From an optimization exercise on the open Yosys and OpenROAD flow, aimed at small area and a short achievable clock period; shortcuts taken in it are not production practice. RTL that was checked went through simulation tests only; none was proved equivalent to the original. No functional check of the RTL was part of runs 1 and 2. In runs 2 to 6 the design's own scripts or RTL, not TritonCTS, make the clock network. The clock port is modelled as an ideal driver, which makes a skipped or thinned clock tree look cheaper than it is; a real chip needs a root buffer or a tree. Power is estimated from default activity; no workload was simulated.

<file path="config.mk">
export PLATFORM = sky130hd
export DESIGN_NAME = log2
export DESIGN_NICKNAME = log2
export VERILOG_FILES = /design/flow/design.v
export SDC_FILE = /design/flow/constraint.sdc
export NUM_CORES = 4
export LEC_CHECK = 0
export CAP_MARGIN = 20
export CORE_AREA = 2 2 62 62
export DIE_AREA = 0 0 64 64
export PLACE_DENSITY = 0.6
export SETUP_SLACK_MARGIN = 4.7
export SLEW_MARGIN = 20
</file>
<file path="constraint.sdc">
create_clock -name core_clock -period 7.0 [get_ports {clk}]
set_input_delay 1.4000 -clock core_clock [delete_from_list [all_inputs] [get_ports {clk}]]
set_output_delay 1.4000 -clock core_clock [all_outputs]
set_load 0.01 [all_outputs]
</file>
<file path="design.v">
module log2 #(
  parameter int FRAC_W = 5,
  parameter int MANT_W = 16
) (
  input  logic              clk,
  input  logic              rst_n,
  input  logic [7:0]        x,
  input  logic              validx,
  output logic [FRAC_W+2:0] y,
  output logic              validy
);
  logic [9:0] nrm;
  logic a20, a21, a22, a24, a25, a26, a27, a28, a29, a31;
  logic a32, a33, a34, a35, a36, a37, a38, a39, a40, a42;
  logic a43, a44, a45, a46, a47, a48, a49, a50, a51, a52;
  logic a53, a54, a56, a57, a58, a59, a60, a61, a62, a63;
  logic a64, a65, a66, a67, a68, a70, a71, a72, a73, a74;
  logic a75, a77, a78, a79, a80, a81, a83, a84;
  assign nrm[0] = x[0] & x[7];
  assign a20 = x[0] & x[6];
  assign a21 = ~x[7] & a20;
  assign a22 = x[1] & x[7];
  assign nrm[1] = a21 | a22;
  assign a24 = x[0] & x[5];
  assign a25 = ~x[6] & a24;
  assign a26 = x[1] & x[6];
  assign a27 = ~x[7] & ~a26;
  assign a28 = ~a25 & a27;
  assign a29 = ~x[2] & x[7];
  assign nrm[2] = ~a28 & ~a29;
  assign a31 = ~x[5] & ~x[6];
  assign a32 = x[0] & x[4];
  assign a33 = a31 & a32;
  assign a34 = x[1] & x[5];
  assign a35 = ~x[6] & a34;
  assign a36 = x[2] & x[6];
  assign a37 = ~x[7] & ~a36;
  assign a38 = ~a35 & a37;
  assign a39 = ~a33 & a38;
  assign a40 = ~x[3] & x[7];
  assign nrm[3] = ~a39 & ~a40;
  assign a42 = x[1] & a31;
  assign a43 = ~x[7] & ~a42;
  assign a44 = x[4] & ~a43;
  assign a45 = ~x[4] & ~x[5];
  assign a46 = x[3] & ~x[7];
  assign a47 = x[0] & a46;
  assign a48 = a45 & a47;
  assign a49 = ~x[6] & ~x[7];
  assign a50 = x[2] & x[5];
  assign a51 = a49 & a50;
  assign a52 = x[6] & a46;
  assign a53 = ~a51 & ~a52;
  assign a54 = ~a48 & a53;
  assign nrm[4] = a44 | ~a54;
  assign a56 = x[0] & ~x[3];
  assign a57 = a31 & a56;
  assign a58 = ~x[4] & ~a57;
  assign a59 = x[2] & ~x[5];
  assign a60 = ~x[6] & ~a59;
  assign a61 = ~x[7] & ~a60;
  assign a62 = ~a58 & a61;
  assign a63 = x[3] & ~x[6];
  assign a64 = ~x[7] & ~a63;
  assign a65 = x[1] & ~x[4];
  assign a66 = a49 & a65;
  assign a67 = ~x[5] & ~a66;
  assign a68 = ~a64 & ~a67;
  assign nrm[5] = a62 | a68;
  assign a70 = a64 & a67;
  assign a71 = ~x[4] & ~x[6];
  assign a72 = ~a59 & a71;
  assign a73 = ~a57 & a72;
  assign a74 = ~x[6] & x[7];
  assign a75 = ~a73 & ~a74;
  assign nrm[6] = ~a70 & a75;
  assign a77 = x[1] & ~x[2];
  assign a78 = ~x[3] & ~a77;
  assign a79 = a71 & ~a78;
  assign a80 = x[5] & ~x[6];
  assign a81 = ~x[7] & ~a80;
  assign nrm[7] = a79 | ~a81;
  assign a83 = ~x[2] & ~x[3];
  assign a84 = a45 & ~a83;
  assign nrm[8] = ~a49 | a84;
  assign nrm[9] = ~a45 | ~a49;
  logic [2:0] e_q;
  logic [6:0] m_q;
  logic       v_q;
  always_ff @(posedge clk) begin
    e_q <= nrm[9:7];
    m_q <= nrm[6:0];
    v_q <= rst_n & validx;
  end
  logic [4:0] f;
  logic b13, b14, b15, b16, b17, b18, b19, b20, b21, b22;
  logic b23, b24, b25, b26, b27, b28, b29, b30, b31, b32;
  logic b33, b34, b35, b36, b37, b38, b39, b40, b41, b42;
  logic b43, b44, b45, b46, b47, b48, b49, b50, b51, b52;
  logic b53, b54, b55, b56, b57, b58, b59, b60, b61, b62;
  logic b63, b65, b66, b67, b68, b69, b70, b71, b72, b73;
  logic b75, b76, b77, b79, b80;
  assign b13 = m_q[1] & m_q[2];
  assign b14 = ~m_q[3] & ~b13;
  assign b15 = ~m_q[1] & m_q[2];
  assign b16 = m_q[0] & ~b15;
  assign b17 = ~m_q[1] & ~b16;
  assign b18 = b14 & ~b17;
  assign b19 = m_q[0] & m_q[1];
  assign b20 = ~m_q[2] & ~b19;
  assign b21 = m_q[1] & ~m_q[4];
  assign b22 = ~m_q[3] & b21;
  assign b23 = ~b20 & ~b22;
  assign b24 = ~b18 & ~b23;
  assign b25 = m_q[4] & ~b13;
  assign b26 = m_q[3] & m_q[4];
  assign b27 = m_q[5] & ~b26;
  assign b28 = ~b25 & b27;
  assign b29 = ~b24 & b28;
  assign b30 = ~m_q[0] & m_q[3];
  assign b31 = ~m_q[4] & ~m_q[5];
  assign b32 = ~b30 & b31;
  assign b33 = m_q[6] & ~b32;
  assign b34 = b13 & ~b33;
  assign b35 = m_q[6] & ~b34;
  assign b36 = ~b29 & b35;
  assign b37 = m_q[3] & ~m_q[5];
  assign b38 = b19 & ~b37;
  assign b39 = ~m_q[2] & ~b21;
  assign b40 = ~b27 & b39;
  assign b41 = ~b38 & b40;
  assign b42 = b36 & ~b41;
  assign b43 = m_q[3] & b16;
  assign b44 = ~m_q[4] & ~b43;
  assign b45 = ~m_q[5] & ~b44;
  assign b46 = b15 & ~b37;
  assign b47 = m_q[0] & b26;
  assign b48 = ~m_q[0] & ~m_q[3];
  assign b49 = ~m_q[4] & b48;
  assign b50 = m_q[1] & ~b49;
  assign b51 = ~b47 & ~b50;
  assign b52 = ~m_q[2] & ~b51;
  assign b53 = ~b46 & ~b52;
  assign b54 = ~b45 & b53;
  assign b55 = ~m_q[1] & ~m_q[2];
  assign b56 = b25 & ~b55;
  assign b57 = ~m_q[6] & ~b47;
  assign b58 = ~b56 & b57;
  assign b59 = ~m_q[5] & ~b58;
  assign b60 = b15 & ~b48;
  assign b61 = b59 & ~b60;
  assign b62 = ~m_q[6] & ~b61;
  assign b63 = ~b54 & b62;
  assign f[0] = b42 | b63;
  assign b65 = m_q[5] & ~b36;
  assign b66 = ~b59 & ~b65;
  assign b67 = ~m_q[3] & ~b34;
  assign b68 = m_q[3] & b34;
  assign b69 = ~b67 & ~b68;
  assign b70 = ~b66 & ~b69;
  assign b71 = m_q[2] & b37;
  assign b72 = b66 & ~b71;
  assign b73 = ~b14 & b72;
  assign f[1] = b70 | b73;
  assign b75 = ~b67 & ~b72;
  assign b76 = m_q[4] & b75;
  assign b77 = ~m_q[4] & ~b75;
  assign f[2] = ~b76 & ~b77;
  assign b79 = m_q[5] & b76;
  assign b80 = ~m_q[5] & ~b76;
  assign f[3] = ~b79 & ~b80;
  assign f[4] = m_q[6] | b79;
  always_ff @(posedge clk) begin
    y      <= {e_q, f};
    validy <= rst_n & v_q;
  end
endmodule
</file>
<file path="flow/run.sh">
#!/bin/bash
# Layout flow: the standard ORFS flow (standard.sh) with two changes:
#  - synthesis is the standard flow's own script, except that its final ABC mapping call
#    uses flow/abc_map.script (area-oriented mapping of the AND/inverter
#    network in the RTL) in place of ORFS's speed script;
#    Yosys's own quick ABC pass inside synth is skipped (SYNTH_ARGS -noabc)
#    so that this mapping starts from the RTL's network, and the
#    half/full-adder extraction is left out (ADDER_MAP_FILE empty);
#  - the port buffers that global placement inserts are buf_1 cells.
# Each step's full output goes to a log file in this folder, and ORFS's own
# per-step logs stay under orfs/logs/.
set -euo pipefail
W=$PWD
F=$W/flow

# Synthesis script: synth_recipe.tcl with the abc call redirected.
{
  head -n 1 synth_recipe.tcl
  cat <<TCL
proc abc {args} {
  set i [lsearch -exact \$args -script]
  if {\$i >= 0} { lset args [expr {\$i + 1}] {$F/abc_map.script} }
  yosys abc {*}\$args
}
TCL
  tail -n +2 synth_recipe.tcl
} > own_synth.tcl

VARS=(
  "SYNTH_SCRIPT=$W/own_synth.tcl"
  "BUFFER_PORTS_ARGS=-buffer_cell sky130_fd_sc_hd__buf_1"
  "ADDER_MAP_FILE="
  "SYNTH_ARGS=-noabc"
)
bash standard.sh "${VARS[@]}" synth > synth.log 2>&1
bash standard.sh "${VARS[@]}" finish > layout.log 2>&1
</file>
<file path="flow/abc_map.script">
strash
amap
topo
</file>
<file path="standard.sh">
#!/bin/bash
# synth_recipe.tcl (not shown) runs the flow's synth.tcl, then flattens the netlist and writes it again
# the make line also repeats each setting of config.mk as NAME=value (left out here)
make -C /OpenROAD-flow-scripts/flow DESIGN_CONFIG=/design/flow/config.mk WORK_HOME=/design/flow/orfs CLKGATE_MAP_FILE= SYNTH_SCRIPT=/design/flow/synth_recipe.tcl "${@:-finish}"
</file>
==> summary.md, run 1 <==
| Metric | Value |
|---|---|
| Outcome | `timing/DRC/antenna clean` |
| Endpoints failing setup | `0` |
| Post-DP HPWL | `about 1.4 mm` |
| Worst reg-to-reg setup slack | `roughly 5 ns` |
| Worst slew pin tran | `about 0.43 ns` |
| # diodes | `0` |
| P per Cell Area | `256.5 nW/um^2` |
| Setup Buffers After CTS | `0` |
| Die Y | `about 64 um` |
| CTS Buffer Depth | `2` |
| Largest cells by area after synthesis | `dfxtp_1, clkinv_1, o21ai_0, nor2_1, a21oi_1` |
| Psw | `a little under 70 uW` |
| Logic pwr share | `between 10% and 20%` |
| Final core utilization | `between 30 and 40%` |
| Yosys reg bits | `20` |
| Crit Path Class | `input port to flop` |
| Predominant post-synthesis flop cell | `dfxtp_1` |
| Reg2reg start | `m_q[1]` |
| Port Buffers | `19` |
| Syn_nets | `between 100 and 150` |
| Int Pwr | `200.7 uW` |
| YS warnings | `1` |
| Clock Latency Late Sink | `0.29 ns` |
| GP Congestion | `about 0.9` |
| Die area | `~4100 um^2` |
| Asr flop ratio synth | `0%` |
| Core ar. | `3390 um^2` |
| Simple-gate share of the synthesized area | `roughly 14%` |
| Overflow after GRT | `0` |
| Switching Fraction | `approximately 26%` |
| Largest family of logic cells by synthesized area | `compound AO/OA/AOI/OAI gates` |
| Syn Inst Count | `between 100 and 150` |
| Post-synthesis adder-cell area fraction | `0%` |
| Number of detailed-route iterations in the first pass | `4` |
| Layout cell share with drive strength beyond 1 | `4.545%` |
| Filler cells | `around 360` |
| Initial antenna violation count | `0` |
| Worst path bufs/invs | `3` |
| Total number of vias | `approximately 850` |
| Vias in the first global route | `784` |
| Endpoints failing hold | `0` |
| Slew margin rel. | `70.86%` |
| Clock Sinks | `20` |
| Maximum vdd drop | `between 0.05 and 0.06 mV` |
| Critical Path Fanout Max | `8` |
| Seq/Total Area, Yosys | `a little under half` |
| Setup TNS | `0 ns` |
| Final Worst Setup Slack | `~4.8 ns` |
| Leakage | `roughly 0.36 nW` |
| Hold_buf cts | `0` |
| Compound-Gate Fraction of Synth Area | `between 30% and 40%` |
| Reg area | `400.4 um^2` |
| Area Overhead vs Synth | `22.59%` |
| Post-synthesis mux area share | `0%` |
| Crit-path cells | `buf_1 > nor2_1 > clkinv_1 > nor3_2 > clkinv_1 > a222oi_1` |
| DR WL/cell | `10.05 um` |
| Max Clock Skew | `roughly 0.0016 ns` |
| Clk root buf | `clkbuf_4` |
| Gr usage total | `9.138%` |
| Crit path launch | `x[6]` |
| CP most frequent cell | `clkinv_1` |
| Vias/cell | `between 4 and 5` |
| Antenna-violating nets left | `0` |
| CP endpoint kind | `flop` |
| Post-synth EDFFs | `0` |
| Pre-CTS WS | `~4.4 ns` |
| Die width | `roughly 64 um` |
| Multi-input gate area | `approximately 400 um^2` |
| I/O pins | `20` |
| Clock Power Share | `about a third` |
| Area share of the largest cell type after synthesis | `46.65%` |
| Nets | `~140` |
| Syn avg cell area | `slightly below 8 um^2` |
| Reg2Reg Depth | `11` |
| Top delay family on crit path | `buffers and inverters` |
| Hold Crit Class | `flop to flop` |
| Post-synthesis xor/xnor area fraction | `0%` |
| Largest net degree at the start of global routing | `13` |
| Fmax | `between 400 and 500 MHz` |
| Slew Viols, Final | `0` |
| FP Rows | `21` |
| Crit path largest cell delay | `between 0.2 and 0.3 ns` |
| Post-CTS sizing | `0` |
| Yosys top cell by area | `dfxtp_1` |
| Routed WL | `1.789 mm` |
| Clk slew on worst S/H paths | `0.11 ns` |
| Stages on the worst setup path | `6` |
| CTS Buf Count | `3` |
| Synth cell types | `22` |
| Post-Syn Area | `around 860 um^2` |
| TritonCTS clock tree | `yes` |
| CP max stage cell | `a222oi_1` |
| H-tree Lvls | `1` |
| Fin crit share | `about a third` |
| Worst Path Required | `roughly 7.2 ns` |
| Max Cap Violations | `0` |
| Critical path arrival | `around 2.4 ns` |
| Synth top cells by count | `clkinv_1, dfxtp_1, nor2_1` |
| DRC | `0` |
| Initial drt markers | `43` |
| Worst Setup EP | `m_q[6]` |
| Register share of total power | `48.9%` |
| First-pass GRT wire length | `a little over 3 mm` |
| RSZ-0062 raised after global routing | `false` |
| Initial core utilization | `between 20% and 30%` |
| Tmin final | `about 2.2 ns` |
| Crit start category | `input port` |
| Worst R2R End | `y[3]` |
==> per-stage QoR <==
step	total power, mW	std cells	cell area, um^2	hold slack (ns)
CTS	0.2726	178	1040	0.3390
floorplan	0.1638	109	858.3	0.3096
finish	0.2699	178	1052	0.3374
global route	0.2861	178	1052	0.3468
detailed placement	0.1802	174	987.2	0.3121
global placement	0.1793	174	987.2	0.3122
==> power groups by stage <==
stage / Combinational (mW) / Sequential (mW) / Clock, mW
after floorplan: 0.0268 / 0.137 / 0
after global placement: 0.0449 / 0.134 / 0
after detailed placement: 0.0457 / 0.134 / 0
after CTS: 0.0458 / 0.132 / 0.0949
after global routing: 0.0529 / 0.134 / 0.0995
final: 0.0471 / 0.132 / 0.0909
==> final cells by class <==
cell class / count / area share [%]
tap: 46 / 5.470
clock buffer: 3 / 2.140
timing repair buffer: 19 / 6.778
inverter: 20 / 7.134
clock inverter: 1 / 2.854
multi-input combinational: 69 / 37.57
sequential: 20 / 38.05
==> cell usage in the layout, fill, tap and decap left out <==
cell type / Yosys / final
nor3_2: 0 / 1
dfxtp_1: 20 / 20
a21oi_1: 9 / 9
a31oi_1: 4 / 4
o311ai_2: 0 / 1
nand3_1: 2 / 2
clkbuf_4: 0 / 3
o22a_1: 1 / 1
nor2_1: 14 / 14
and2_0: 1 / 1
a32o_1: 1 / 1
nand2_1: 5 / 5
buf_1: 0 / 19
a211oi_1: 1 / 1
o32ai_1: 2 / 2
o22ai_1: 1 / 1
nor2b_1: 2 / 2
o21ai_0: 13 / 13
o31ai_1: 1 / 1
nor3_1: 4 / 3
a2111oi_0: 1 / 1
bufinv_16: 0 / 1
clkinv_1: 20 / 20
o221ai_1: 2 / 2
a222oi_1: 2 / 2
a22oi_1: 2 / 2
==> metal layers <==
layer	track usage, %	routed length [um]	share of wire [%]
met1	10.14	783	44
met2	16.28	923	52
met3	1.056	54	3.0
met4	5.978	27	1.5
met5	0	0	0
==> registers in the layout, indices dropped and copies added, names as in the netlist <==
| name | cells |
|---|---|
| v_q | 1 |
| e_q | 3 |
| m_q | 7 |
| validy | 1 |
| y | 8 |
==> cell families after synthesis <==
logic type             Yosys count
AO/OA/AOI/OAI                   41
AND/OR/NAND/NOR                 28
flip-flops                      20
buffers and inverters           20
==> how the worst min path moves through the flow <==
stage                     endpoint  cells past startpoint  slack (ns)   start
after detailed placement      y[5]                      0        0.31  e_q[0]
after floorplan               y[5]                      0        0.31  e_q[0]
after global placement        y[6]                      0        0.31  e_q[1]
after CTS                     y[7]                      0        0.34  e_q[2]
after global routing          y[7]                      0        0.35  e_q[2]
final                         y[7]                      0        0.34  e_q[2]
==> worst reg2reg max path, cell delays in order, from the launching register on <==
cell and delay (ns):
dfxtp_1 0.41, clkinv_1 0.14, nor2_1 0.17, o22a_1 0.16, a21oi_1 0.05, o311ai_2 0.25
a21oi_1 0.13, o21ai_0 0.10, o21ai_0 0.15, nor2_1 0.19, clkinv_1 0.10, a22oi_1 0.16
==> inputs of run 2 (changes only) <==
--- a/design.v
+++ b/design.v
@@ -13,20 +13,20 @@
   logic a20, a21, a22, a24, a25, a26, a27, a28, a29, a31;
   logic a32, a33, a34, a35, a36, a37, a38, a39, a40, a42;
-  logic a43, a44, a45, a46, a47, a48, a49, a50, a51, a52;
-  logic a53, a54, a56, a57, a58, a59, a60, a61, a62, a63;
-  logic a64, a65, a66, a67, a68, a70, a71, a72, a73, a74;
-  logic a75, a77, a78, a79, a80, a81, a83, a84;
+  logic a44, a45, a46, a47, a48, a49, a50, a51, a52, a53;
+  logic a54, a56, a57, a58, a59, a60, a61, a62, a63, a64;
+  logic a65, a66, a67, a68, a70, a71, a72, a73, a74, a75;
+  logic a77, a78, a79, a80, a81, a83, a84;
   assign nrm[0] = x[0] & x[7];
-  assign a20 = x[0] & x[6];
-  assign a21 = ~x[7] & a20;
+  assign a20 = x[6] & ~x[7];
+  assign a21 = x[0] & a20;
   assign a22 = x[1] & x[7];
   assign nrm[1] = a21 | a22;
-  assign a24 = x[0] & x[5];
-  assign a25 = ~x[6] & a24;
-  assign a26 = x[1] & x[6];
-  assign a27 = ~x[7] & ~a26;
-  assign a28 = ~a25 & a27;
-  assign a29 = ~x[2] & x[7];
-  assign nrm[2] = ~a28 & ~a29;
+  assign a24 = ~x[6] & ~x[7];
+  assign a25 = x[0] & x[5];
+  assign a26 = a24 & a25;
+  assign a27 = x[1] & a20;
+  assign a28 = x[2] & x[7];
+  assign a29 = ~a27 & ~a28;
+  assign nrm[2] = a26 | ~a29;
   assign a31 = ~x[5] & ~x[6];
   assign a32 = x[0] & x[4];
@@ -40,18 +40,18 @@
   assign a40 = ~x[3] & x[7];
   assign nrm[3] = ~a39 & ~a40;
-  assign a42 = x[1] & a31;
-  assign a43 = ~x[7] & ~a42;
-  assign a44 = x[4] & ~a43;
-  assign a45 = ~x[4] & ~x[5];
-  assign a46 = x[3] & ~x[7];
-  assign a47 = x[0] & a46;
-  assign a48 = a45 & a47;
-  assign a49 = ~x[6] & ~x[7];
+  assign a42 = ~x[4] & ~x[5];
+  assign nrm[9] = ~a24 | ~a42;
+  assign a44 = x[0] & x[3];
+  assign a45 = ~nrm[9] & a44;
+  assign a46 = x[1] & x[4];
+  assign a47 = a31 & a46;
+  assign a48 = x[4] & x[7];
+  assign a49 = ~a47 & ~a48;
   assign a50 = x[2] & x[5];
-  assign a51 = a49 & a50;
-  assign a52 = x[6] & a46;
+  assign a51 = a24 & a50;
+  assign a52 = x[3] & a20;
   assign a53 = ~a51 & ~a52;
-  assign a54 = ~a48 & a53;
-  assign nrm[4] = a44 | ~a54;
+  assign a54 = a49 & a53;
+  assign nrm[4] = a45 | ~a54;
   assign a56 = x[0] & ~x[3];
   assign a57 = a31 & a56;
@@ -64,5 +64,5 @@
   assign a64 = ~x[7] & ~a63;
   assign a65 = x[1] & ~x[4];
-  assign a66 = a49 & a65;
+  assign a66 = a24 & a65;
   assign a67 = ~x[5] & ~a66;
   assign a68 = ~a64 & ~a67;
@@ -77,12 +77,11 @@
   assign a77 = x[1] & ~x[2];
   assign a78 = ~x[3] & ~a77;
-  assign a79 = a71 & ~a78;
-  assign a80 = x[5] & ~x[6];
-  assign a81 = ~x[7] & ~a80;
-  assign nrm[7] = a79 | ~a81;
+  assign a79 = ~x[4] & ~a78;
+  assign a80 = ~x[5] & ~x[7];
+  assign a81 = ~a79 & a80;
+  assign nrm[7] = ~a20 & ~a81;
   assign a83 = ~x[2] & ~x[3];
-  assign a84 = a45 & ~a83;
-  assign nrm[8] = ~a49 | a84;
-  assign nrm[9] = ~a45 | ~a49;
+  assign a84 = a42 & ~a83;
+  assign nrm[8] = ~a24 | a84;
   logic [2:0] e_q;
   logic [6:0] m_q;
--- a/flow/run.sh
+++ b/flow/run.sh
@@ -7,5 +7,7 @@
 #    so that this mapping starts from the RTL's network, and the
 #    half/full-adder extraction is left out (ADDER_MAP_FILE empty);
-#  - the port buffers that global placement inserts are buf_1 cells.
+#  - the port buffers that global placement inserts are buf_1 cells;
+#  - after CTS, flow/clock_one_buffer.tcl replaces the clock tree with one
+#    clock buffer driving all the registers (there are only 20).
 # Each step's full output goes to a log file in this folder, and ORFS's own
 # per-step logs stay under orfs/logs/.
@@ -32,4 +34,6 @@
   "ADDER_MAP_FILE="
   "SYNTH_ARGS=-noabc"
+  "POST_CTS_TCL=$F/clock_one_buffer.tcl"
+  "CLOCK_ONE_BUFFER_CELL=sky130_fd_sc_hd__clkbuf_8"
 )
 bash standard.sh "${VARS[@]}" synth > synth.log 2>&1
==> flow/clock_one_buffer.tcl (new file) <==
# POST_CTS_TCL hook: the design has only a few registers, so CTS's two-level
# tree (a root buffer, leaf buffers and dummy loads) is replaced by a single
# clock buffer that drives every register's clock pin; every register still
# gets its clock through a buffer, the same one for all.
set block [ord::get_db_block]
set port_net [[$block findBTerm clk] getNet]
set sinks {}
set tree {}
set tree_nets {}
set todo [list $port_net]
# Walk the clock network from the port: registers are sinks, everything else
# on it (buffers, inverters, dummy loads) belongs to the tree.
while {[llength $todo]} {
  set net [lindex $todo 0]
  set todo [lrange $todo 1 end]
  foreach it [$net getITerms] {
    if {![$it isInputSignal]} continue
    set inst [$it getInst]
    if {[[$inst getMaster] isSequential]} {
      lappend sinks $it
    } elseif {[lsearch $tree $inst] < 0} {
      lappend tree $inst
      foreach ot [$inst getITerms] {
        if {[$ot isOutputSignal] && [$ot getNet] ne "NULL"} {
          lappend todo [$ot getNet]
          lappend tree_nets [$ot getNet]
        }
      }
    }
  }
}
puts "clock_one_buffer: [llength $sinks] clock sinks, removing [llength $tree] tree cells"
set xs 0; set ys 0
foreach it $sinks {
  lassign [[$it getInst] getLocation] x y
  set xs [expr {$xs + $x}]; set ys [expr {$ys + $y}]
  $it disconnect
}
foreach inst $tree { odb::dbInst_destroy $inst }
foreach net [lsort -unique $tree_nets] { odb::dbNet_destroy $net }
set master [[ord::get_db] findMaster $::env(CLOCK_ONE_BUFFER_CELL)]
set buf [odb::dbInst_create $block $master clkbuf_0_clk]
set net [odb::dbNet_create $block clknet_0_clk]
$net setSigType CLOCK
[$buf findITerm A] connect $port_net
[$buf findITerm X] connect $net
foreach it $sinks { $it connect $net }
set n [llength $sinks]
$buf setLocation [expr {int($xs / $n)}] [expr {int($ys / $n)}]
$buf setPlacementStatus PLACED
detailed_placement
check_placement -verbose
estimate_parasitics -placement
report_clock_skew
==> run 2 against run 1 <==
Compared with the run above: still clean on timing, DRC and antenna; first-iteration DRC count is 28% higher; synthesized area down 0.58%; maximum frequency fell by 3.1%; synthesized cell count is 1.8% lower; combinational power rose by 5.7%; largest power group unchanged; highest routed layer unchanged.
==> summary.md, run 2 <==
| Metric | Value |
|---|---|
| Top delay family on crit path | `simple AND/OR/NAND/NOR gates` |
| Setup TNS | `0 ns` |
| Yosys top cell by area | `dfxtp_1` |
| Seq/Total Area, Yosys | `between 40% and 50%` |
| Clock Sinks | `20` |
| Post-synthesis adder-cell area fraction | `0%` |
| Leakage | `roughly 0.36 nW` |
| Tmin final | `between 2 and 2.5 ns` |
| Filler cells | `about 370` |
| Crit Path Class | `input port to flop` |
| Worst path bufs/invs | `3` |
| Crit path largest cell delay | `0.32 ns` |
| # diodes | `0` |
| Vias/cell | `between 5 and 6` |
| CP max stage cell | `a222oi_1` |
| Nets | `roughly 140` |
| Initial antenna violation count | `0` |
| Synth cell types | `22` |
| Clock Latency Late Sink | `~0.16 ns` |
| Gr usage total | `under 10%` |
| Yosys reg bits | `20` |
| Die Y | `about 64 um` |
| Endpoints failing setup | `0` |
| Worst slew pin tran | `~0.42 ns` |
| Max Clock Skew | `about 0.00046 ns` |
| Area Overhead vs Synth | `21.55%` |
| Fin crit share | `between 30% and 40%` |
| Largest cells by area after synthesis | `dfxtp_1, clkinv_1, o21ai_0, nor2_1, a21oi_1` |
| Endpoints failing hold | `0` |
| Initial drt markers | `between 50 and 60` |
| Fmax | `between 400 and 500 MHz` |
| Slew margin rel. | `71.47%` |
| Hold Crit Class | `flop to flop` |
| Asr flop ratio synth | `0%` |
| FP Rows | `21` |
| Maximum vdd drop | `~0.084 mV` |
| Final core utilization | `30.60%` |
| I/O pins | `20` |
| Post-Syn Area | `about 850 um^2` |
| Compound-Gate Fraction of Synth Area | `between 20% and 30%` |
| DR WL/cell | `~11 um` |
| YS warnings | `1` |
| Regs by FF count | `y (8), m_q (7), e_q (3)` |
| Max FFs per register | `8` |
| Synth top cells by count | `dfxtp_1, clkinv_1, o21ai_0` |
| Syn_nets | `118` |
| Multi-input gate area | `just over 400 um^2` |
| Top-count cell post-synth | `dfxtp_1` |
| Post-synthesis xor/xnor area fraction | `0%` |
| Crit-path cells | `clkbuf_2 > nor2_2 > inv_2 > nor3_4 > inv_2 > a222oi_1` |
| Number of detailed-route iterations in the first pass | `4` |
| Crit start category | `input port` |
| RSZ-0062 raised after global routing | `true` |
| Post-synthesis mux area share | `0%` |
| Layout cell share with drive strength beyond 1 | `12.50%` |
| Critical path arrival | `~2.4 ns` |
| DRC | `0` |
| Post-synth EDFFs | `0` |
| Post-DP HPWL | `about 1.5 mm` |
| CP endpoint kind | `flop` |
| Most common cell after layout, fill and taps aside | `dfxtp_1` |
| Most frequent cells in the layout | `dfxtp_1, buf_1, clkinv_1, o21ai_0, nor2_1` |
| Core ar. | `between 3000 and 4000 um^2` |
| Simple-gate share of the synthesized area | `~16%` |
| Clk slew on worst S/H paths | `0.11 ns` |
| Largest net degree at the start of global routing | `21` |
| Largest family of logic cells by synthesized area | `compound AO/OA/AOI/OAI gates` |
| Syn Inst Count | `around 110` |
| Overflow after GRT | `0` |
| First-pass GRT wire length | `approximately 3.3 mm` |
| Initial core utilization | `about a quarter` |
| Die area | `4096 um^2` |
| Antenna-violating nets left | `0` |
| GP Congestion | `~0.82` |
| Port Buffers | `19` |
| Worst Path Required | `7.07 ns` |
| Critical Path Fanout Max | `7` |
| Syn avg cell area | `~8 um^2` |
| Outcome | `timing/DRC/antenna clean` |
| Max Cap Violations | `0` |
| P per Cell Area | `213.4 nW/um^2` |
| Predominant post-synthesis flop cell | `dfxtp_1` |
| Reg area | `~400 um^2` |
| Vias in the first global route | `785` |
| Die width | `~64 um` |
| Top reg by flops | `y` |
| Slew Viols, Final | `0` |
| CP most frequent cell | `inv_2` |
| Area share of the largest cell type after synthesis | `46.92%` |
| Total number of vias | `875` |
| Routed WL | `1.999 mm` |
==> run 2: metrics by stage <==
step                instances  hold slack [ns]  instance area [um^2]  power (mW)  setup WS [ns]
floorplan                 107           0.3096                 853.3      0.1631          4.745
finish                    174           0.3373                  1037      0.2213          4.708
global route              174           0.3472                  1037      0.2358          4.644
detailed placement        172           0.3121                 982.2      0.1797          4.431
global placement          172           0.3130                 982.2      0.1781          4.508
==> run 2: logic make-up after synthesis <==
logic type,Yosys count
and+or+nand+nor,30
AOI/OAI and AO/OA,38
DFF,20
buffers and inverters,19
==> run 2: area by class of cell <==
cell class	count	area share (%)
Timing Repair Buffer	20	7.841
Sequential cell	20	38.84
Inverter	19	6.876
Buffer	1	1.327
Tap cell	46	5.549
Multi-Input combinational cell	68	39.57
==> run 2: metal layers <==
metal | vias up | global-route usage [%] | part of all wire, %
met5 | - | 0 | 0
met4 | 0 | 2.446 | 1.3
met3 | 4 | 0.7042 | 7.2
met2 | 49 | 16.80 | 49
met1 | 387 | 12.18 | 43
li1 | 435 | - | -
==> run 2: worst paths after layout <==
check / from / to / slack (ns) / cells after the start
max: x[5] / m_q[6] / 4.71 / 6
max reg2reg: m_q[2] / y[3] / 4.96 / 10
min reg2reg: e_q[1] / y[6] / 0.34 / 0
min: e_q[1] / y[6] / 0.34 / 0
==> run 2: where the power goes <==
part           switching (mW)  internal, mW
Sequential            0.00689         0.126
Combinational          0.0316        0.0182
Clock                  0.0257        0.0133
==> run 2: worst register-to-register path, delay by kind of cell (launching register included) <==
family,cells,cell delay (ns)
AO/OA/AOI/OAI,5,0.88
flip-flops,1,0.36
buffers and inverters,2,0.28
AND/OR/NAND/NOR,3,0.45
==> inputs of run 3 (changes only) <==
--- a/design.v
+++ b/design.v
@@ -12,9 +12,8 @@
   logic [9:0] nrm;
   logic a20, a21, a22, a24, a25, a26, a27, a28, a29, a31;
-  logic a32, a33, a34, a35, a36, a37, a38, a39, a40, a42;
-  logic a44, a45, a46, a47, a48, a49, a50, a51, a52, a53;
-  logic a54, a56, a57, a58, a59, a60, a61, a62, a63, a64;
-  logic a65, a66, a67, a68, a70, a71, a72, a73, a74, a75;
-  logic a77, a78, a79, a80, a81, a83, a84;
+  logic a32, a33, a34, a35, a36, a37, a38, a40, a42, a43;
+  logic a44, a45, a46, a47, a48, a49, a50, a52, a53, a54;
+  logic a55, a56, a57, a58, a59, a60, a61, a62, a63, a64;
+  logic a66, a67, a69, a70, a71, a72, a74, a75;
   assign nrm[0] = x[0] & x[7];
   assign a20 = x[6] & ~x[7];
@@ -23,65 +22,56 @@
   assign nrm[1] = a21 | a22;
   assign a24 = ~x[6] & ~x[7];
-  assign a25 = x[0] & x[5];
-  assign a26 = a24 & a25;
+  assign a25 = x[5] & a24;
+  assign a26 = x[0] & a25;
   assign a27 = x[1] & a20;
   assign a28 = x[2] & x[7];
   assign a29 = ~a27 & ~a28;
   assign nrm[2] = a26 | ~a29;
-  assign a31 = ~x[5] & ~x[6];
+  assign a31 = x[1] & a25;
   assign a32 = x[0] & x[4];
-  assign a33 = a31 & a32;
-  assign a34 = x[1] & x[5];
-  assign a35 = ~x[6] & a34;
-  assign a36 = x[2] & x[6];
-  assign a37 = ~x[7] & ~a36;
-  assign a38 = ~a35 & a37;
-  assign a39 = ~a33 & a38;
-  assign a40 = ~x[3] & x[7];
-  assign nrm[3] = ~a39 & ~a40;
-  assign a42 = ~x[4] & ~x[5];
-  assign nrm[9] = ~a24 | ~a42;
-  assign a44 = x[0] & x[3];
-  assign a45 = ~nrm[9] & a44;
-  assign a46 = x[1] & x[4];
-  assign a47 = a31 & a46;
-  assign a48 = x[4] & x[7];
-  assign a49 = ~a47 & ~a48;
-  assign a50 = x[2] & x[5];
-  assign a51 = a24 & a50;
-  assign a52 = x[3] & a20;
-  assign a53 = ~a51 & ~a52;
-  assign a54 = a49 & a53;
-  assign nrm[4] = a45 | ~a54;
-  assign a56 = x[0] & ~x[3];
-  assign a57 = a31 & a56;
-  assign a58 = ~x[4] & ~a57;
-  assign a59 = x[2] & ~x[5];
-  assign a60 = ~x[6] & ~a59;
-  assign a61 = ~x[7] & ~a60;
-  assign a62 = ~a58 & a61;
-  assign a63 = x[3] & ~x[6];
-  assign a64 = ~x[7] & ~a63;
-  assign a65 = x[1] & ~x[4];
-  assign a66 = a24 & a65;
-  assign a67 = ~x[5] & ~a66;
-  assign a68 = ~a64 & ~a67;
-  assign nrm[5] = a62 | a68;
-  assign a70 = a64 & a67;
-  assign a71 = ~x[4] & ~x[6];
-  assign a72 = ~a59 & a71;
-  assign a73 = ~a57 & a72;
-  assign a74 = ~x[6] & x[7];
-  assign a75 = ~a73 & ~a74;
-  assign nrm[6] = ~a70 & a75;
-  assign a77 = x[1] & ~x[2];
-  assign a78 = ~x[3] & ~a77;
-  assign a79 = ~x[4] & ~a78;
-  assign a80 = ~x[5] & ~x[7];
-  assign a81 = ~a79 & a80;
-  assign nrm[7] = ~a20 & ~a81;
-  assign a83 = ~x[2] & ~x[3];
-  assign a84 = a42 & ~a83;
-  assign nrm[8] = ~a24 | a84;
+  assign a33 = ~x[5] & a32;
+  assign a34 = a24 & a33;
+  assign a35 = x[2] & a20;
+  assign a36 = x[3] & x[7];
+  assign a37 = ~a35 & ~a36;
+  assign a38 = ~a34 & a37;
+  assign nrm[3] = a31 | ~a38;
+  assign a40 = ~x[4] & ~x[5];
+  assign nrm[9] = ~a24 | ~a40;
+  assign a42 = x[0] & ~nrm[9];
+  assign a43 = ~a20 & ~a42;
+  assign a44 = x[3] & ~a43;
+  assign a45 = x[1] & ~x[5];
+  assign a46 = ~x[6] & a45;
+  assign a47 = ~x[7] & ~a46;
+  assign a48 = x[4] & ~a47;
+  assign a49 = x[2] & a25;
+  assign a50 = ~a48 & ~a49;
+  assign nrm[4] = a44 | ~a50;
+  assign a52 = x[1] & ~nrm[9];
+  assign a53 = ~x[5] & ~a52;
+  assign a54 = x[3] & ~x[6];
+  assign a55 = ~x[7] & ~a54;
+  assign a56 = ~a53 & ~a55;
+  assign a57 = x[0] & ~x[3];
+  assign a58 = ~nrm[9] & a57;
+  assign a59 = x[4] & ~x[7];
+  assign a60 = ~a58 & ~a59;
+  assign a61 = ~x[5] & ~x[7];
+  assign a62 = x[2] & a61;
+  assign a63 = ~x[6] & ~a62;
+  assign a64 = ~a60 & ~a63;
+  assign nrm[5] = a56 | a64;
+  assign a66 = a53 & a55;
+  assign a67 = a60 & a63;
+  assign nrm[6] = ~a66 & ~a67;
+  assign a69 = x[1] & ~x[2];
+  assign a70 = ~x[3] & ~a69;
+  assign a71 = ~x[4] & ~a70;
+  assign a72 = a61 & ~a71;
+  assign nrm[7] = ~a20 & ~a72;
+  assign a74 = ~x[2] & ~x[3];
+  assign a75 = a40 & ~a74;
+  assign nrm[8] = ~a24 | a75;
   logic [2:0] e_q;
   logic [6:0] m_q;
--- a/flow/run.sh
+++ b/flow/run.sh
@@ -36,4 +36,5 @@
   "POST_CTS_TCL=$F/clock_one_buffer.tcl"
   "CLOCK_ONE_BUFFER_CELL=sky130_fd_sc_hd__clkbuf_8"
+  "INPUT_BUF_CELL=sky130_fd_sc_hd__buf_2"
 )
 bash standard.sh "${VARS[@]}" synth > synth.log 2>&1
--- a/flow/clock_one_buffer.tcl
+++ b/flow/clock_one_buffer.tcl
@@ -53,2 +53,17 @@
 estimate_parasitics -placement
 report_clock_skew
+
+# Optionally give the input ports' buffers a stronger cell of the same
+# function (the paths from the inputs are the design's longest).
+if {[info exists ::env(INPUT_BUF_CELL)] && $::env(INPUT_BUF_CELL) ne ""} {
+  set bm [[ord::get_db] findMaster $::env(INPUT_BUF_CELL)]
+  foreach bt [$block getBTerms] {
+    if {[$bt getIoType] ne "INPUT" || [$bt getName] eq "clk"} continue
+    foreach it [[$bt getNet] getITerms] {
+      set inst [$it getInst]
+      if {[string match "sky130_fd_sc_hd__buf_*" [[$inst getMaster] getName]]} { $inst swapMaster $bm }
+    }
+  }
+  detailed_placement
+  estimate_parasitics -placement
+}
==> run 3 against run 2 <==
Compared with the run above: clock power grew 1%; still clean; maximum frequency up 5.6%; first-iteration DRC count decreased by 13%; final area decreased by 3.9%; clock skew grew 0.0018 ns; utilization is 1.2 points lower; critical path depth unchanged; wire length shrank 16%; sequential share of layout area grew 1.4 points; flip-flop and latch count unchanged.
==> summary.md, run 3 <==
| Metric | Value |
|---|---|
| Setup TNS | `0 ns` |
| Crit Path Class | `input port to flop` |
| Number of detailed-route iterations in the first pass | `4` |
| Core ar. | `roughly 3400 um^2` |
| Nets | `around 140` |
| Endpoints failing hold | `0` |
| Total number of vias | `~800` |
| Slew margin rel. | `around four fifths` |
| Vias/cell | `around 4.8` |
| Vias in the first global route | `just under 700` |
| Tmin final | `between 2 and 2.5 ns` |
| Power, Total | `between 200 and 250 uW` |
| FP Rows | `21` |
| Yosys top cell by area | `dfxtp_1` |
| Die Y | `about 64 um` |
| Syn_nets | `between 100 and 150` |
| Crit start category | `input port` |
| Syn Inst Count | `about 100` |
| Reg area | `around 400 um^2` |
| Largest cells by area after synthesis | `dfxtp_1, clkinv_1, o21ai_0, nor2_1, a21oi_1` |
| DRC | `0` |
| Worst R2R End | `y[4]` |
| Fmax | `between 400 and 500 MHz` |
| Post-DP HPWL | `about 1.3 mm` |
| Post-Syn Area | `830.8 um^2` |
| Multi-input gate area | `approximately 370 um^2` |
| Clock Latency Late Sink | `around 0.16 ns` |
| Post-Place Cells | `169` |
| Largest net degree at the start of global routing | `21` |
| Area Overhead vs Synth | `20.03%` |
| Most frequent cells in the layout | `clkinv_1, dfxtp_1, nor2_1, o21ai_0, buf_2` |
| Non-filler instance count after layout | `170` |
| Overflow after GRT | `0` |
| Seq/Total Area, Yosys | `about half` |
| Critical Path Fanout Max | `6` |
| Hold Path Origin | `e_q[1]` |
| Hold Crit Class | `flop to flop` |
| Max Cap Violations | `0` |
| Synth top cells by count | `dfxtp_1, clkinv_1, nor2_1, o21ai_0, a21oi_1` |
| Worst Path Required | `7.06 ns` |
| GP Congestion | `0.9299` |
| Asr flop ratio synth | `0%` |
| Top-count cell post-synth | `dfxtp_1` |
| Top reg by flops | `y` |
| Fin crit share | `between 30% and 40%` |
| Leakage | `0.3632 nW` |
| Syn avg cell area | `~8 um^2` |
| Slew Viols, Final | `0` |
| CP endpoint kind | `flop` |
| DR WL/cell | `between 9 and 10 um` |
| Hold Path Stages | `0` |
| Synth cell types | `20` |
| Clock Sinks | `20` |
| Initial drt markers | `48` |
| Initial core utilization | `between 20% and 30%` |
| Critical path arrival | `2.23 ns` |
| Reg2reg start | `m_q[4]` |
| Reg2Reg Depth | `11` |
| Max FFs per register | `8` |
| Area share of the largest cell type after synthesis | `approximately 48%` |
| Predominant post-synthesis flop cell | `dfxtp_1` |
| RSZ-0062 raised after global routing | `true` |
| Maximum vdd drop | `~0.087 mV` |
| Clk slew on worst S/H paths | `approximately 0.11 ns` |
| Max Clock Skew | `about 0.0022 ns` |
| Outcome | `timing/DRC/antenna clean` |
| Routed WL | `between 1.5 and 2 mm` |
| Worst reg-to-reg setup slack | `4.96 ns` |
| Initial antenna violation count | `0` |
| Gr usage total | `7.667%` |
| First-pass GRT wire length | `2.732 mm` |
| YS warnings | `1` |
| Endpoints failing setup | `0` |
| Worst slew pin tran | `0.2995 ns` |
| Filler cells | `~360` |
| Hold Crit Endpoint | `y[6]` |
| Yosys reg bits | `20` |
| Port Buffers | `19` |
| Post-synth EDFFs | `0` |
| I/O pins | `20` |
| P per Cell Area | `217.3 nW/um^2` |
| # diodes | `0` |
| Die area | `just over 4000 um^2` |
| Die width | `64 um` |
| Regs by FF count | `y (8), m_q (7), e_q (3)` |
| Layout cell share with drive strength beyond 1 | `11.29%` |
| Antenna-violating nets left | `0` |
[run 3: layout make-up]
type	count	share of cell area [%]
multi-input combinational	65	37.01
sequential	20	40.28
timing repair buffer	19	8.407
tap	46	5.772
inverter	19	7.152
buffer	1	1.380
[run 3: logic make-up (layout without fill, tap and decap cells)]
family	Yosys count	count (layout)	synth area share [%]
flip-flops	20	20	48.19
buffers and inverters	19	39	8.585
AO/OA/AOI/OAI	38	38	29.22
AND/OR/NAND/NOR	27	27	14.01
[run 3: worst max path at each step]
| stage | from | endpoint | cells past startpoint |
|---|---|---|---|
| floorplan | x[4] | m_q[4] | 5 |
| global placement | x[5] | m_q[4] | 6 |
| detailed placement | x[5] | m_q[4] | 6 |
| global route | m_q[2] | y[4] | 10 |
| finish | x[5] | m_q[4] | 6 |
[run 3: routing by layer]
metal	track usage, %	wire length, um	up-vias
met1	10.82	792	355
met4	2.174	13	0
li1	-	-	408
met5	0	0	-
met2	12.37	735	43
met3	0.7042	131	2
[run 3: through the flow]
step	instance area [um^2]	hold slack (ns)	setup WS, ns	util (%)
after floorplan	830.8	0.3096	4.880	-
after global placement	959.7	0.3097	4.567	28.31
after detailed placement	959.7	0.3221	4.531	28.31
after global routing	997.2	0.3535	4.665	29.42
final	997.2	0.3396	4.830	29.42
[run 3: report_power, final]
part	switching (mW)	total (mW)	leakage [nW]	internal, mW
logic	0.0280	0.0457	0.188	0.0177
registers	0.00634	0.132	0.168	0.125
clock network	0.0260	0.0394	0.00719	0.0133
[run 3: critical path, cell delays in order]
cell	delay [ns]
buf_2	0.14
clkinv_1	0.12
nand3_1	0.14
o21ai_0	0.09
a222oi_1	0.24
clkinv_1	0.10
==> inputs of run 4 (changes only) <==
--- a/flow/run.sh
+++ b/flow/run.sh
@@ -36,5 +36,4 @@
   "POST_CTS_TCL=$F/clock_one_buffer.tcl"
   "CLOCK_ONE_BUFFER_CELL=sky130_fd_sc_hd__clkbuf_8"
-  "INPUT_BUF_CELL=sky130_fd_sc_hd__buf_2"
 )
 bash standard.sh "${VARS[@]}" synth > synth.log 2>&1
==> flow/abc_map.script (replaced) <==
strash
map -D 1000
topo
==> run 4 against run 3 <==
Compared with the run above: largest power group unchanged; final cell count increased by 5.3%; synthesized cell count increased by 8.7%; final area increased by 1.6%; still clean on timing, DRC and antenna; largest cell class unchanged; critical endpoint is now m_q[5].
==> summary.md, run 4 <==
| Metric | Value |
|---|---|
| Endpoints failing setup | `0` |
| Fin crit share | `31.24%` |
| Crit Path Class | `input port to flop` |
| Initial drt markers | `29` |
| Tmin final | `~2.2 ns` |
| Worst slew pin tran | `roughly 0.32 ns` |
| I/O pins | `20` |
| RSZ-0062 raised after global routing | `false` |
| Critical Path Fanout Max | `6` |
| Leakage | `~0.36 nW` |
| Die area | `roughly 4100 um^2` |
| Post-Syn Area | `approximately 860 um^2` |
| Die Y | `64 um` |
| Hold Crit Class | `flop to flop` |
| Syn Inst Count | `between 100 and 150` |
| Yosys top cell by area | `dfxtp_1` |
| Max Cap Violations | `0` |
| Clk slew on worst S/H paths | `between 0.1 and 0.15 ns` |
| Predominant post-synthesis flop cell | `dfxtp_1` |
| Vias/cell | `approximately 4.6` |
| Regs by FF count | `y (8), m_q (7), e_q (3)` |
| Synth top cells by count | `clkinv_1, dfxtp_1, nand2_1` |
| Gr usage total | `approximately 8.7%` |
| Filler cells | `roughly 370` |
| # diodes | `0` |
| Top-count cell post-synth | `clkinv_1` |
| Layout cell share with drive strength beyond 1 | `between 4 and 5%` |
| Max Clock Skew | `between 0.002 and 0.003 ns` |
| Setup TNS | `0 ns` |
| Overflow after GRT | `0` |
| Crit path largest cell delay | `about 0.21 ns` |
| CP max stage cell | `a32oi_2` |
| Slew Viols, Final | `0` |
| Endpoints failing hold | `0` |
| Die width | `about 64 um` |
| Worst reg-to-reg setup slack | `5.29 ns` |
| Reg2Reg Depth | `10` |
| Most frequent cells in the layout | `clkinv_1, dfxtp_1, buf_1, nand2_1, nor2_1` |
| Hold Path Stages | `0` |
| DRC | `0` |
| FP Rows | `21` |
| Seq/Total Area, Yosys | `a little under half` |
| Crit-path cells | `buf_1 > nor2_1 > nand2_1 > clkinv_1 > a32oi_2 > o22ai_1` |
| Port Buffers | `19` |
| Most common cell after layout, fill and taps aside | `clkinv_1` |
| Maximum vdd drop | `between 0.08 and 0.09 mV` |
| Area share of the largest cell type after synthesis | `a little under half` |
| Asr flop ratio synth | `0%` |
| Hold Crit Endpoint | `y[5]` |
| Core ar. | `about 3400 um^2` |
| Syn avg cell area | `around 7.6 um^2` |
| Nets | `146` |
| Critical path arrival | `2.23 ns` |
| P per Cell Area | `213.1 nW/um^2` |
| First-pass GRT wire length | `2.980 mm` |
| Synth cell types | `19` |
| Number of detailed-route iterations in the first pass | `4` |
| DR WL/cell | `9.715 um` |
| Vias in the first global route | `slightly below 700` |
| Initial core utilization | `between 20% and 30%` |
| Reg2reg start | `m_q[4]` |
| Slew margin rel. | `about four fifths` |
| Outcome | `timing/DRC/antenna clean` |
| Clock Latency Late Sink | `0.16 ns` |
| Post-synth EDFFs | `0` |
| Post-DP HPWL | `approximately 1.4 mm` |
| CP endpoint kind | `flop` |
| Antenna-violating nets left | `0` |
| Largest net degree at the start of global routing | `21` |
| Max FFs per register | `8` |
| Top reg by flops | `y` |
| Routed WL | `about 1.7 mm` |
| Fmax | `about 460 MHz` |
| YS warnings | `1` |
| Worst Path Required | `a little over 7 ns` |
| Syn_nets | `about 120` |
| Hold Path Origin | `e_q[0]` |
| Initial antenna violation count | `0` |
| Yosys reg bits | `20` |
| Worst R2R End | `y[3]` |
| Area Overhead vs Synth | `18.08%` |
| Crit start category | `input port` |
| Clock Sinks | `20` |
| Final core utilization | `between 20% and 30%` |
| Total number of vias | `822` |
| Largest cells by area after synthesis | `dfxtp_1, clkinv_1, nand2_1, nor2_1, a21oi_1` |
| GP Congestion | `0.8744` |
[run 4: changes by cell type in the layout (fill, tap and decap cells not counted), sizes merged, moves of 2 or more]
cell,change
nor2b,-2
a21oi,+3
clkinv,+2
nand2,+9
o31ai,-2
o211ai,+5
o21ai,-5
a222oi,-3
o22ai,-2
o221ai,+2
[run 4: where the power goes]
group          internal, mW  switching (mW)
Combinational        0.0169          0.0279
Sequential            0.125         0.00727
Clock                0.0133          0.0253
[run 4: per-layer routing]
metal / vias to the layer above / GRT usage [%] / part of all wire (%)
met5: - / 0 / 0
met4: 0 / 0.2717 / 0
met3: 0 / 1.937 / 7.2
met2: 36 / 14.32 / 44
met1: 357 / 12.22 / 48
li1: 429 / - / -
[run 4: worst max path at each step]
| stage | startpoint | to | slack, ns | depth (start not counted) |
|---|---|---|---|---|
| floorplan | x[7] | m_q[6] | 4.98 | 5 |
| global placement | x[7] | m_q[5] | 4.68 | 6 |
| detailed placement | x[7] | m_q[5] | 4.64 | 6 |
| global route | x[7] | m_q[5] | 4.71 | 6 |
| finish | x[7] | m_q[5] | 4.81 | 6 |
[run 4: layout make-up]
class / instances / area (um^2) / area share, %
flip-flops and latches: 20 / 400.4 / 39.51
multi-input cells: 72 / 390.4 / 38.52
inverters: 21 / 78.83 / 7.778
repair buffers: 19 / 72.57 / 7.161
well taps: 46 / 57.56 / 5.679
plain buffers: 1 / 13.76 / 1.358
[run 4: logic make-up (layout without fill, tap and decap cells)]
logic type      Yosys count  count (layout)  synth area share (%)
buf+inv                  21              41                 9.184
flops                    20              20                 46.65
xor+xnor                  1               1                 1.021
simple gates             36              36                 17.35
compound gates           35              35                 25.80
[run 4: critical path, delay by kind of cell]
kind / cells / cell delay [ns]
buffers and inverters: 2 / 0.32
AO/OA/AOI/OAI: 2 / 0.31
AND/OR/NAND/NOR: 2 / 0.21
[run 4: through the flow]
step / total power, mW / setup slack (ns) / cell area (um^2) / hold slack, ns / cells
2_1_floorplan: 0.1639 / 4.979 / 858.3 / 0.3096 / 113
3_3_place_gp: 0.1792 / 4.678 / 987.2 / 0.3114 / 178
3_5_place_dp: 0.1793 / 4.638 / 987.2 / 0.3121 / 178
5_1_grt: 0.2305 / 4.707 / 1013 / 0.3433 / 179
6_report: 0.2160 / 4.813 / 1013 / 0.3377 / 179
==> inputs of run 5 (changes only) <==
--- a/flow/run.sh
+++ b/flow/run.sh
@@ -22,5 +22,12 @@
 proc abc {args} {
   set i [lsearch -exact \$args -script]
-  if {\$i >= 0} { lset args [expr {\$i + 1}] {$F/abc_map.script} }
+  if {[file exists {$F/abc_stage1.script}]} {
+    # The logic feeding the first-stage registers (the cone of wire nrm)
+    # is mapped first, with its own script.
+    set a1 \$args
+    lset a1 [expr {\$i + 1}] {$F/abc_stage1.script}
+    yosys abc {*}\$a1 w:nrm %ci*
+  }
+  lset args [expr {\$i + 1}] {$F/abc_map.script}
   yosys abc {*}\$args
 }
==> flow/abc_map.script (replaced) <==
strash
amap
topo
==> flow/abc_stage1.script (new file) <==
strash
map
topo
upsize
dnsize
==> run 5 against run 4 <==
Compared with the run above: wire length decreased by 0.58%; final area is 1.7% higher; still clean; final cell count is 3.9% lower; flip-flop and latch count unchanged.
==> summary.md, run 5 <==
| Metric | Value |
|---|---|
| Final instance area | `between 1000 and 1500 um^2` |
| Largest net degree at the start of global routing | `21` |
| GP Congestion | `0.9972` |
| Die area | `slightly above 4000 um^2` |
| Clock Sinks | `20` |
| Slew Viols, Final | `0` |
| Top-count cell post-synth | `dfxtp_1` |
| Largest cells by area after synthesis | `dfxtp_1, o21ai_0, clkinv_1, nor2_1, a21oi_1` |
| Clock Latency Late Sink | `0.16 ns` |
| Initial drt markers | `55` |
| Post-DP HPWL | `1.401 mm` |
| Most frequent cells in the layout | `dfxtp_1, buf_1, clkinv_1, o21ai_0, nor2_1` |
| P per Cell Area | `211.9 nW/um^2` |
| First-pass GRT wire length | `about 2.8 mm` |
| Routed WL | `1.729 mm` |
| Critical path arrival | `about 2.2 ns` |
| Max Cap Violations | `0` |
| Port Buffers | `19` |
| Predominant post-synthesis flop cell | `dfxtp_1` |
| Crit path largest cell delay | `roughly 0.52 ns` |
| CP max stage cell | `dfxtp_1` |
| Maximum vdd drop | `0.08162 mV` |
| Final core utilization | `a little under a third` |
| Total number of vias | `between 800 and 900` |
| RSZ-0062 raised after global routing | `false` |
| Worst slew pin tran | `about 0.5 ns` |
| Syn avg cell area | `~8.3 um^2` |
| Die Y | `64 um` |
| Slew margin rel. | `about two thirds` |
| I/O pins | `20` |
| Endpoints failing hold | `0` |
| Regs by FF count | `y (8), m_q (7), e_q (3)` |
| Outcome | `timing/DRC/antenna clean` |
| Antenna-violating nets left | `0` |
| Layout cell share with drive strength beyond 1 | `8.730%` |
| Top delay family on crit path | `compound AO/OA/AOI/OAI gates` |
| Initial antenna violation count | `0` |
| Gr usage total | `slightly above 8%` |
| Max FFs per register | `8` |
| DP Area | `between 1000 and 1500 um^2` |
| FP Rows | `21` |
| Power, Total | `~220 uW` |
| Worst Path Required | `between 7 and 8 ns` |
| Vias/cell | `5.006` |
| Leakage | `~0.35 nW` |
| DRC | `0` |
| Max Clock Skew | `0.0005504 ns` |
| Yosys top cell by area | `dfxtp_1` |
| Crit start category | `flop` |
| Critical Path Fanout Max | `10` |
| Hold_ws | `~0.34 ns` |
| Tmin final | `about 2.1 ns` |
| Top reg by flops | `y` |
| Synth top cells by count | `dfxtp_1, clkinv_1, o21ai_0` |
| Crit-path cells | `a211oi_1 > o21ai_0 > o311ai_2 > a21oi_1 > o21ai_0 > o21ai_0 > nor2_1 > a22oi_1` |
| Number of detailed-route iterations in the first pass | `4` |
| Crit Path Class | `flop to flop` |
| Vias in the first global route | `between 600 and 700` |
| Hold Crit Class | `flop to flop` |
| YS warnings | `1` |
| CP most frequent cell | `o21ai_0` |
| Overflow after GRT | `0` |
| Die width | `64 um` |
| Area share of the largest cell type after synthesis | `between 40% and 50%` |
| CP endpoint kind | `flop` |
| Yosys reg bits | `20` |
| Core ar. | `between 3000 and 4000 um^2` |
| Post-Syn Area | `a little under 900 um^2` |
| DR WL/cell | `around 10 um` |
| Setup TNS | `0 ns` |
| Nets | `139` |
| Initial core utilization | `around a quarter` |
| Most common cell after layout, fill and taps aside | `dfxtp_1` |
| Synth cell types | `29` |
| Endpoints failing setup | `0` |
| Post-synth EDFFs | `0` |
| Area Overhead vs Synth | `17.05%` |
| Syn Inst Count | `around 110` |
| Worst path bufs/invs | `0` |
| Syn_nets | `around 120` |
| Seq/Total Area, Yosys | `a little under half` |
| Asr flop ratio synth | `0%` |
| Fin crit share | `30.64%` |
| Clk slew on worst S/H paths | `approximately 0.11 ns` |
| Fmax | `~470 MHz` |
| # diodes | `0` |
run 5: power by group:
group	total (mW)	internal, mW	leakage [nW]	switching [mW]
clock	0.0394	0.0134	0.00719	0.0261
combinational	0.0475	0.0180	0.174	0.0294
sequential	0.132	0.125	0.167	0.00643
total	0.218	0.157	0.348	0.0619
run 5: cell type report:
type                    instances  area, um^2
flip-flops and latches         20       400.4
repair buffers                 19       71.32
well taps                      46       57.56
plain buffers                   1       13.76
inverters                      18       67.56
multi-input cells              68       420.4
fillers                       362        2359
run 5: stage by stage:
stage	instances	setup WS [ns]
2_1_floorplan	106	5.052
3_3_place_gp	171	4.663
3_5_place_dp	171	4.687
5_1_grt	172	4.736
6_report	172	4.855
run 5: path summary, 6_finish.rpt:
path                to  slack [ns]  depth (start not counted)    from
setup / recovery  y[3]        4.85                          8  m_q[3]
hold / removal    y[6]        0.34                          0  e_q[1]
setup reg to reg  y[3]        4.85                          8  m_q[3]
hold reg to reg   y[6]        0.34                          0  e_q[1]
run 5: routing by layer:
| layer | wire length (um) | track usage (%) | up-vias |
|---|---|---|---|
| li1 | - | - | 421 |
| met1 | 825 | 11.31 | 400 |
| met2 | 781 | 13.28 | 34 |
| met3 | 91 | 1.056 | 6 |
| met4 | 31 | 1.630 | 0 |
| met5 | 0 | 0 | - |
run 5: kinds of logic (layout without fill, tap and decap cells):
family / count (synthesis) / in the layout / synth area share [%]
simple gates: 30 / 30 / 16.90
buf+inv: 18 / 38 / 7.670
flops: 20 / 20 / 45.45
compound gates: 38 / 38 / 29.97
run 5: worst reg2reg max path, delay by kind of cell (launching register included):
kind             cells  cell delay [ns]
AND/OR/NAND/NOR      1             0.10
flip-flops           1             0.52
AO/OA/AOI/OAI        7             1.45
==> inputs of run 6 (changes only) <==
==> flow/abc_stage1.script (replaced) <==
strash
map -D 400
topo
buffer -p
upsize -D 400
dnsize -D 400
==> run 6 against run 5 <==
Compared with the run above: still clean; clock power is 2% lower; synthesized cell count unchanged; clock skew barely moved; flip-flop and latch count did not move; via count decreased by 2.7%; critical path type is now input port to flop; highest routed layer unchanged.
==> summary.md, run 6 <==
| Metric | Value |
|---|---|
| Crit start category | `input port` |
| Nets | `~140` |
| DP Area | `997.2 um^2` |
| YS warnings | `1` |
| Predominant post-synthesis flop cell | `dfxtp_1` |
| Vias/cell | `4.872` |
| Yosys top cell by area | `dfxtp_1` |
| Initial core utilization | `approximately a quarter` |
| Slew margin rel. | `between 60% and 70%` |
| Max FFs per register | `8` |
| Max Cap Violations | `0` |
| Top-count cell post-synth | `dfxtp_1` |
| CP endpoint kind | `flop` |
| Setup TNS | `0 ns` |
| Area Overhead vs Synth | `18.88%` |
| Clk slew on worst S/H paths | `0.11 ns` |
| Worst R2R End | `y[3]` |
| Worst Path Required | `just over 7 ns` |
| # diodes | `0` |
| Initial antenna violation count | `0` |
| Pre-CTS WS | `4.738 ns` |
| Reg2Reg Depth | `8` |
| Hold Path Origin | `e_q[2]` |
| Worst reg-to-reg setup slack | `between 4 and 5 ns` |
| GP Congestion | `0.9542` |
| DRC | `0` |
| Hold Crit Class | `flop to flop` |
| Overflow after GRT | `0` |
| Seq/Total Area, Yosys | `roughly 46%` |
| Hold Path Stages | `0` |
| Top reg by flops | `y` |
| P per Cell Area | `between 200 and 250 nW/um^2` |
| Initial drt markers | `18` |
| Maximum vdd drop | `0.08395 mV` |
| Logic pwr share | `between 20% and 30%` |
| Syn avg cell area | `slightly above 8 um^2` |
| Routed WL | `1.819 mm` |
| Port Buffers | `19` |
| Final instance area | `just over 1000 um^2` |
| Antenna-violating nets left | `0` |
| I/O pins | `20` |
| Critical path arrival | `between 2 and 2.5 ns` |
| Syn_nets | `between 100 and 150` |
| Worst slew pin tran | `0.4619 ns` |
| Synth cell types | `30` |
| Tmin final | `about 2.1 ns` |
| Non-filler instance count after layout | `approximately 170` |
| Hold Crit Endpoint | `y[7]` |
| Most common cell after layout, fill and taps aside | `buf_1` |
| Fin crit share | `30.22%` |
| Post-synth EDFFs | `0` |
| Vias in the first global route | `between 700 and 800` |
| Critical Path Fanout Max | `9` |
| Asr flop ratio synth | `0%` |
| Post-Syn Area | `868.3 um^2` |
| Total number of vias | `roughly 840` |
| Regs by FF count | `y (8), m_q (7), e_q (3)` |
| First-pass GRT wire length | `3.229 mm` |
| Register share of total power | `around three fifths` |
| Yosys reg bits | `20` |
| Area share of the largest cell type after synthesis | `46.11%` |
| Endpoints failing hold | `0` |
| Die area | `between 4000 and 5000 um^2` |
| Endpoints failing setup | `0` |
| Clock Power Share | `17.8%` |
| Final core utilization | `around 30%` |
| Syn Inst Count | `106` |
| Psw | `roughly 62 uW` |
| RSZ-0062 raised after global routing | `false` |
| Int Pwr | `156.5 uW` |
| Clock Sinks | `20` |
| Switching Fraction | `between 20% and 30%` |
| Slew Viols, Final | `0` |
| Power, Total | `218.5 uW` |
| Clock Latency Late Sink | `0.16 ns` |
| Outcome | `timing/DRC/antenna clean` |
| Crit Path Class | `input port to flop` |
| Max Clock Skew | `~0.0010 ns` |
| Layout cell share with drive strength beyond 1 | `11.11%` |
| Post-DP HPWL | `about 1.5 mm` |
| Die width | `approximately 64 um` |
| FP Rows | `21` |
| Number of detailed-route iterations in the first pass | `4` |
| Largest net degree at the start of global routing | `21` |
| Synth top cells by count | `dfxtp_1, o21ai_0, clkinv_1` |
| Leakage | `roughly 0.37 nW` |
| Largest cells by area after synthesis | `dfxtp_1, o21ai_0, clkinv_1, nor2_1, a21oi_1` |
| Hold_ws | `approximately 0.34 ns` |
| DR WL/cell | `10.58 um` |
| Gr usage total | `9.326%` |
| Most frequent cells in the layout | `buf_1, dfxtp_1, o21ai_0, clkinv_1` |
| Post-Place Cells | `roughly 170` |
| Reg2reg start | `m_q[3]` |
| Fmax | `around 470 MHz` |
| Die Y | `~64 um` |
| Core ar. | `3390 um^2` |
| Final Worst Setup Slack | `4.885 ns` |
run 6: cell types whose count changed in the layout (fill, tap and decap cells not counted), sizes merged:
cell,previous run,this run
clkinvlp,0,1
clkinv,15,8
inv,3,9
run 6: how the worst max path moves through the flow:
stage          slack (ns)  startpoint  depth (start not counted)      to
3_5_place_dp         4.74        x[5]                          4  m_q[5]
2_1_floorplan        5.07        x[5]                          3  m_q[6]
3_3_place_gp         4.75        x[5]                          4  m_q[5]
6_report             4.88        x[7]                          4  m_q[6]
5_1_grt              4.69      m_q[3]                          8    y[3]
run 6: logic make-up (layout without fill, tap and decap cells):
logic type | Yosys count | count (layout) | share of synthesized area, %
flip-flops | 20 | 20 | 46.11
buffers and inverters | 18 | 38 | 7.782
AO/OA/AOI/OAI | 38 | 38 | 28.96
AND/OR/NAND/NOR | 30 | 30 | 17.15
run 6: routing by layer:
metal	part of all wire, %	GRT usage [%]	routed length [um]
met3	5.0	1.056	91
met2	50	16.54	907
met4	2.7	3.804	50
met5	0	0	0
met1	42	11.34	770
run 6: cell type report:
| type | instances | area (um^2) |
|---|---|---|
| fill | 367 | 2357 |
| sequential | 20 | 405.4 |
| multi-input combinational | 68 | 412.9 |
| buffer | 1 | 13.76 |
| inverter | 18 | 71.32 |
| timing repair buffer | 19 | 71.32 |
| tap | 46 | 57.56 |
run 6: worst max-delay path, stage by stage:
cell and delay [ns]:
buf_1 0.29, nor2_4 0.12, a31oi_1 0.23, a22oi_1 0.12
run 6: power by group through the flow:
| stage | Clock [mW] | Sequential [mW] | Combinational (mW) |
|---|---|---|---|
| global placement | 0 | 0.134 | 0.0443 |
| floorplan | 0 | 0.137 | 0.0271 |
| detailed placement | 0 | 0.134 | 0.0455 |
| global route | 0.0451 | 0.133 | 0.0539 |
| finish | 0.0388 | 0.132 | 0.0476 |

port drivers added, routing unchanged:
The flow's constraints put no driver on any port. The routed layouts listed below were extracted and timed again, unchanged, in two steps.
Step 1 (the two cells are an assumption about what drives the block):
set clk [get_ports {clk}]
set_driving_cell -lib_cell sky130_fd_sc_hd__clkbuf_16 $clk
set_driving_cell -lib_cell sky130_fd_sc_hd__buf_2 [delete_from_list [all_inputs] $clk]
Step 2, shift: input delay + t, output delay - t, t = (earliest + latest rising clock arrival at the registers) / 2. This alone moves slack from input paths to output paths.
a / b / c = no drivers / after step 1 / after step 2; a / b = the first two.
run | t (ns) | setup WS [ns] | hold slack, ns
run 1 | 0.309 | 4.778 / 4.778 / 4.469 | 0.337 / 0.337 / 0.337
run 2 | 0.180 | 4.708 / 4.706 / 4.526 | 0.337 / 0.337 / 0.337
run 3 | 0.181 | 4.830 / 4.826 / 4.644 | 0.340 / 0.340 / 0.340
run 4 | 0.180 | 4.813 / 4.813 / 4.632 | 0.338 / 0.338 / 0.338
run 5 | 0.181 | 4.855 / 4.855 / 4.696 | 0.339 / 0.339 / 0.339
run 6 | 0.179 | 4.885 / 4.881 / 4.701 | 0.342 / 0.342 / 0.342
After both steps setup and hold are still met in every run listed. The setup slack of run 1, which loses most, moves by 0.000 ns with the drivers and by -0.309 ns with both steps.
